Background: an optimization exercise with open tools, aiming at small area and a short achievable clock period. Do not read the settings as production practice.
Only simulation tests tie the RTL to the original design; equivalence was not proved.

Setup of sierra:
Design lru_replace_ctrl, start of the top module:
module lru_replace_ctrl #(
    parameter int WAYS  = lru_pkg::WAYS,
    parameter int IDX_W = lru_pkg::IDX_W
) (
    input  logic             clk,
    input  logic             rst,
    input  logic             i_req_valid,
    output logic             o_req_ready,
    input  logic [IDX_W-1:0] i_req_addr_7,
    input  logic [WAYS-1:0]  i_req_match_8,
    output logic [IDX_W-1:0] o_lru_addr_7,
    output logic [WAYS-1:0]  o_lru_hit_way_8,
    output logic             o_lru_hit_sig,
    output logic             o_lru_update,
    input  logic [WAYS-1:0]  i_lru_flag_8,
    output logic             o_refill_valid,
    output logic [WAYS-1:0]  o_refill_way_8,
    output logic [IDX_W-1:0] o_refill_addr_7,
    input  logic             i_refill_done,
    output logic             o_resp_valid,
    output logic             o_resp_hit,
    output logic [WAYS-1:0]  o_resp_way_8,
    input  logic             i_resp_ready,
    output logic             o_multi_hit_err
);
    localparam int RINGS = (1 << IDX_W) / 8;
    localparam int RW    = IDX_W - 3;
    function automatic logic [6:0] pair_enc(input logic [3:0] a, input logic [3:0] b);
        if (a[3])      pair_enc = {3'b100, b};
        else if (b[3]) pair_enc = {4'b1100, a[2:0]};
        else           pair_enc = {1'b0, a[2:0], b[2:0]};
    endfunction
    function automatic logic [3:0] pair_a(input logic [6:0] c);
        if (!c[6])     pair_a = {1'b0, c[5:3]};
        else if (!c[5]) pair_a = 4'd8;
        else           pair_a = {1'b0, c[2:0]};
    endfunction
    function automatic logic [3:0] pair_b(input logic [6:0] c);
        if (!c[6])     pair_b = {1'b0, c[2:0]};
        else if (!c[5]) pair_b = c[3] ? 4'd8 : {1'b0, c[2:0]};
        else           pair_b = 4'd8;
    endfunction
    logic st_idle, st_lookup, st_refill, st_update, st_resp;
    logic [1:0]       ptr_q;
    logic             swept_q;
    logic [IDX_W-1:0] addr_q;
    logic [3:0]       first_q;
    logic [8:1]       sec_lt_q;
    logic [3:0]       first_d;
    logic [3:0]       second_d;
  ...
Size: ~500 flip-flops, ~73 I/O pins, roughly 0.016 mm² of cells after synthesis.
==> module lru_replace_ctrl, before the edit <==
module lru_replace_ctrl #(
    parameter int WAYS  = lru_pkg::WAYS,
    parameter int IDX_W = lru_pkg::IDX_W
) (
    input  logic             clk,
    input  logic             rst,
    input  logic             i_req_valid,
    output logic             o_req_ready,
    input  logic [IDX_W-1:0] i_req_addr_7,
    input  logic [WAYS-1:0]  i_req_match_8,
    output logic [IDX_W-1:0] o_lru_addr_7,
    output logic [WAYS-1:0]  o_lru_hit_way_8,
    output logic             o_lru_hit_sig,
    output logic             o_lru_update,
    input  logic [WAYS-1:0]  i_lru_flag_8,
    output logic             o_refill_valid,
    output logic [WAYS-1:0]  o_refill_way_8,
    output logic [IDX_W-1:0] o_refill_addr_7,
    input  logic             i_refill_done,
    output logic             o_resp_valid,
    output logic             o_resp_hit,
    output logic [WAYS-1:0]  o_resp_way_8,
    input  logic             i_resp_ready,
    output logic             o_multi_hit_err
);
    localparam int RINGS = (1 << IDX_W) / 8;
    localparam int RW    = IDX_W - 3;
    function automatic logic [6:0] pair_enc(input logic [3:0] a, input logic [3:0] b);
        if (a[3])      pair_enc = {3'b100, b};
        else if (b[3]) pair_enc = {4'b1100, a[2:0]};
        else           pair_enc = {1'b0, a[2:0], b[2:0]};
    endfunction
    function automatic logic [3:0] pair_a(input logic [6:0] c);
        if (!c[6])     pair_a = {1'b0, c[5:3]};
        else if (!c[5]) pair_a = 4'd8;
        else           pair_a = {1'b0, c[2:0]};
    endfunction
    function automatic logic [3:0] pair_b(input logic [6:0] c);
        if (!c[6])     pair_b = {1'b0, c[2:0]};
        else if (!c[5]) pair_b = c[3] ? 4'd8 : {1'b0, c[2:0]};
        else           pair_b = 4'd8;
    endfunction
    logic st_idle, st_lookup, st_refill, st_update, st_resp;
    logic [1:0]       ptr_q;
    logic             swept_q;
    logic [IDX_W-1:0] addr_q;
    logic [3:0]       first_q;
    logic [8:1]       sec_lt_q;
    logic [3:0]       first_d;
    logic [3:0]       second_d;
    logic [8:1]       sec_lt_d;
    logic             is8, use_hi, lt_hi, lt_lo;
    logic [6:0]       ccode_q;
    logic             cclean_q;
    logic             odd_q;
    logic [2:0]       way_q;
    logic             hit_q;
    logic             promote_q;
    logic [6:0]       wcode_q;
    logic [6:0]       pc [RINGS][4];
    logic             sel_hit, sel_multi, sel_notfull;
    logic [2:0]       sel_way;
    logic [6:0]       code;
    logic [3:0]       cnt_a, cnt_b, new_a, new_b;
    logic             fill;
    logic [6:0]       new_code;
    logic [6:0]       wr_code;
    logic [RINGS-1:0] we;
    logic [1:0]       rd_pos;
    logic             rd_clean;
    logic [6:0]       rd_code [4];
    always_comb begin
        code  = cclean_q ? ccode_q : 7'd0;
        cnt_a = pair_a(code);
        cnt_b = pair_b(code);
    end
    lru_victim_sel #(.WAYS(WAYS)) u_sel (
        .i_clean     (cclean_q),
        .i_nvalid    (odd_q ? pair_b(ccode_q) : pair_a(ccode_q)),
        .i_first     (first_q),
        .i_lru_flag  (i_lru_flag_8),
        .o_hit       (sel_hit),
        .o_way_idx   (sel_way),
        .o_notfull   (sel_notfull)
    );
    logic [7:0] hi_dec, lo_dec;
    always_comb begin
        is8    = ccode_q[6] && (ccode_q[5] ? odd_q : (!odd_q || ccode_q[3]));
        use_hi = !ccode_q[6] && !odd_q;
        for (int k = 0; k < 8; k++) begin
            hi_dec[k] = (ccode_q[5:3] == 3'(k));
            lo_dec[k] = (ccode_q[2:0] == 3'(k));
        end
        lt_hi = |(hi_dec[7:1] & sec_lt_q[7:1]);
        lt_lo = |(lo_dec[7:1] & sec_lt_q[7:1]);
        sel_multi = (is8 && sec_lt_q[8]) || (!is8 && use_hi && lt_hi) ||
                    (!is8 && !use_hi && lt_lo);
    end
    always_ff @(posedge clk or posedge rst) begin
        if (rst) begin
            st_idle   <= 1'b1;
            st_lookup <= 1'b0;
            st_refill <= 1'b0;
            st_update <= 1'b0;
            st_resp   <= 1'b0;
            ptr_q     <= '0;
            swept_q   <= 1'b0;
        end else begin
            st_idle   <= (st_idle && !i_req_valid) || (st_resp && i_resp_ready);
            st_lookup <= st_idle && i_req_valid;
            st_refill <= (st_lookup && !sel_hit) || (st_refill && !i_refill_done);
            st_update <= (st_lookup && sel_hit) || (st_refill && i_refill_done);
            st_resp   <= st_update || (st_resp && !i_resp_ready);
            ptr_q     <= ptr_q + 2'd1;
            if (ptr_q == 2'd3) swept_q <= 1'b1;
        end
    end
    always_comb begin
        for (int j = 0; j < 4; j++) begin
            rd_code[j] = pc[i_req_addr_7[IDX_W-1:3]][j];
        end
        rd_pos   = i_req_addr_7[2:1] + ptr_q;
        rd_clean = swept_q || (rd_pos < ptr_q);
        first_d  = 4'd8;
        second_d = 4'd8;
        for (int k = WAYS-1; k >= 0; k--) begin
            if (i_req_match_8[k]) begin
                second_d = first_d;
                first_d  = 4'(k);
            end
        end
        if (!rd_clean) begin
            first_d  = 4'd8;
            second_d = 4'd8;
        end
        for (int k = 1; k <= 8; k++) begin
            sec_lt_d[k] = (second_d < 4'(k));
        end
    end
    always_ff @(posedge clk) begin
        first_q  <= first_d;
        sec_lt_q <= sec_lt_d;
        ccode_q  <= rd_code[rd_pos];
        cclean_q <= rd_clean;
        odd_q    <= i_req_addr_7[0];
        if (st_idle) addr_q <= i_req_addr_7;
        if (st_lookup) begin
            way_q     <= sel_way;
            hit_q     <= sel_hit;
            promote_q <= sel_hit || sel_notfull;
            wcode_q   <= new_code;
        end
    end
    always_comb begin
        fill     = !sel_hit && sel_notfull;
        new_a    = (fill && !odd_q) ? cnt_a + 4'd1 : cnt_a;
        new_b    = (fill &&  odd_q) ? cnt_b + 4'd1 : cnt_b;
        new_code = pair_enc(new_a, new_b);
        wr_code  = st_lookup ? new_code : wcode_q;
        for (int r = 0; r < RINGS; r++) begin
            we[r] = !st_idle && (addr_q[IDX_W-1:3] == RW'(r)) &&
                    (2'(addr_q[2:1] + ptr_q) == 2'd3);
        end
    end
    always_ff @(posedge clk) begin
        for (int r = 0; r < RINGS; r++) begin
            pc[r][0] <= we[r] ? wr_code : (swept_q ? pc[r][3] : 7'd0);
            for (int j = 1; j < 4; j++) begin
                pc[r][j] <= pc[r][j-1];
            end
        end
    end
    logic [WAYS-1:0] way_dec;
    always_comb begin
        for (int k = 0; k < WAYS; k++) begin
            way_dec[k] = (way_q == 3'(k));
        end
        o_req_ready     = st_idle && !rst;
        o_lru_addr_7    = st_idle ? '0 : addr_q;
        o_refill_addr_7 = st_idle ? '0 : addr_q;
        o_multi_hit_err = st_lookup && sel_multi;
        o_refill_valid  = st_refill;
        o_refill_way_8  = st_refill ? way_dec : '0;
        o_lru_update    = st_update;
        o_lru_hit_sig   = st_update && promote_q;
        o_lru_hit_way_8 = (st_update && promote_q) ? way_dec : '0;
        o_resp_valid    = st_resp;
        o_resp_hit      = st_resp && hit_q;
        o_resp_way_8    = st_resp ? way_dec : '0;
    end
endmodule
==> flow/config.mk <==
export PLATFORM = sky130hd
export DESIGN_NAME = lru_replace_ctrl
export DESIGN_NICKNAME = lru_replace_ctrl
export VERILOG_FILES = /design/flow/design.v
export SDC_FILE = /design/flow/constraint.sdc
export NUM_CORES = 4
export LEC_CHECK = 0
export ABC_AREA = 1
export CAP_MARGIN = 20
export CORE_MARGIN = 2
export CORE_UTILIZATION = 35
export CTS_CLUSTER_DIAMETER = 100
export CTS_CLUSTER_SIZE = 30
export SETUP_SLACK_MARGIN = 4.6
export SLEW_MARGIN = 20
==> flow/constraint.sdc <==
create_clock -name core_clock -period 8.0 [get_ports {clk}]
set_input_delay 1.6000 -clock core_clock [delete_from_list [all_inputs] [get_ports {clk}]]
set_output_delay 1.6000 -clock core_clock [all_outputs]
set_load 0.01 [all_outputs]
standard.sh (not shown) runs the stock make flow with config.mk's settings and CLKGATE_MAP_FILE= SYNTH_SCRIPT=/design/flow/synth_recipe.tcl, a recipe that flattens the netlist after the stock synthesis.
==> flow/flow/run.sh <==
#!/bin/bash
# The standard layout (standard.sh, its synthesis script included) with
# three changes:
#  - ABC maps the logic with flow/abc_area.script (ABC_AREA is 1), an
#    area-recovering mapping, in place of ORFS's abc_area.script; the flow
#    scripts are otherwise ORFS's own, copied unchanged;
#  - the port buffers are plain buffers;
#  - timing repair may change a cell's footprint when it resizes it.
set -e
rm -rf scripts_abc
cp -r "$FLOW_HOME/scripts" scripts_abc
cp flow/abc_area.script scripts_abc/abc_area.script
bash standard.sh SCRIPTS_DIR="$PWD/scripts_abc" MATCH_CELL_FOOTPRINT=0 \
    "BUFFER_PORTS_ARGS=-buffer_cell sky130_fd_sc_hd__buf_2" finish > standard.log 2>&1
==> flow/flow/abc_area.script <==
&get -n
&st
&dch
&nf -R 1000
&put
topo
stime -c
buffer -c
upsize -c
dnsize -c
For cedar, these inputs were changed with respect to sierra:
--- a/flow/design.v
+++ b/flow/design.v
@@ -146,5 +146,7 @@
             ptr_q     <= '0;
             swept_q   <= 1'b0;
+            sec_lt_q  <= '0;
         end else begin
+            sec_lt_q  <= sec_lt_d;
             st_idle   <= (st_idle && !i_req_valid) || (st_resp && i_resp_ready);
             st_lookup <= st_idle && i_req_valid;
@@ -175,10 +177,9 @@
         end
         for (int k = 1; k <= 8; k++) begin
-            sec_lt_d[k] = (second_d < 4'(k));
+            sec_lt_d[k] = (second_d < 4'(k)) && i_req_valid && st_idle;
         end
     end
     always_ff @(posedge clk) begin
         first_q  <= first_d;
-        sec_lt_q <= sec_lt_d;
         ccode_q  <= rd_code[rd_pos];
         cclean_q <= rd_clean;
@@ -219,5 +220,5 @@
         o_lru_addr_7    = st_idle ? '0 : addr_q;
         o_refill_addr_7 = st_idle ? '0 : addr_q;
-        o_multi_hit_err = st_lookup && sel_multi;
+        o_multi_hit_err = sel_multi;
         o_refill_valid  = st_refill;
         o_refill_way_8  = st_refill ? way_dec : '0;
[summary]
- When the final numbers for sierra and cedar were put side by side, the total met3 wirelength after detailed routing turned out to be greater in sierra.
- cedar has met2 capacity usage during global routing above what sierra had.
- Compared to sierra, cedar was floorplanned on a smaller die.
- From sierra to cedar, depth of the worst hold-timing path did not move at all.
- cedar vs. sierra: fmax went up by about 3%.
- Summary — register-to-register setup slack, cedar relative to sierra: higher, by 0.04 ns.
- Synthesized cell count shrinks slightly when moving from sierra to cedar.
- Of sierra and cedar, the run reporting the higher hold slack was sierra.
- Row critical path buffer and inverter count: cedar lower / sierra higher
- Setup slack: cedar more than sierra
- Highest fanout seen on the critical path in cedar vs sierra: down 2
- Looking at post-CTS setup buffer count across sierra and cedar, the one that comes out higher is cedar.
- Tap cell instance count came out exactly the same in sierra and cedar.

re-timing with driven ports:
The results above use ideal ports. As a check the final layouts listed here were re-extracted and re-timed, cells and wires unchanged.
Step 1, drivers: a clkbuf_16 drives clk and a buf_2 each remaining input, both assumed.
Step 2 also shifts input and output timing later by t, the mid clock arrival at the registers, as if the neighbouring blocks saw the same clock.
Slacks: ideal ports / drivers / drivers and shift; pairs: ideal ports / drivers.
run | t, ns | setup slack, ns | latest minus earliest clock arrival (ns)
sierra | 0.595 | 4.403 / 4.349 / 4.141 | 0.016 / 0.016
cedar | 0.581 | 4.507 / 4.458 / 4.125 | 0.027 / 0.027
After both steps setup and hold are still met in every run listed. The setup slack of cedar, which loses most, moves by -0.049 ns with the drivers and by -0.382 ns with both steps.
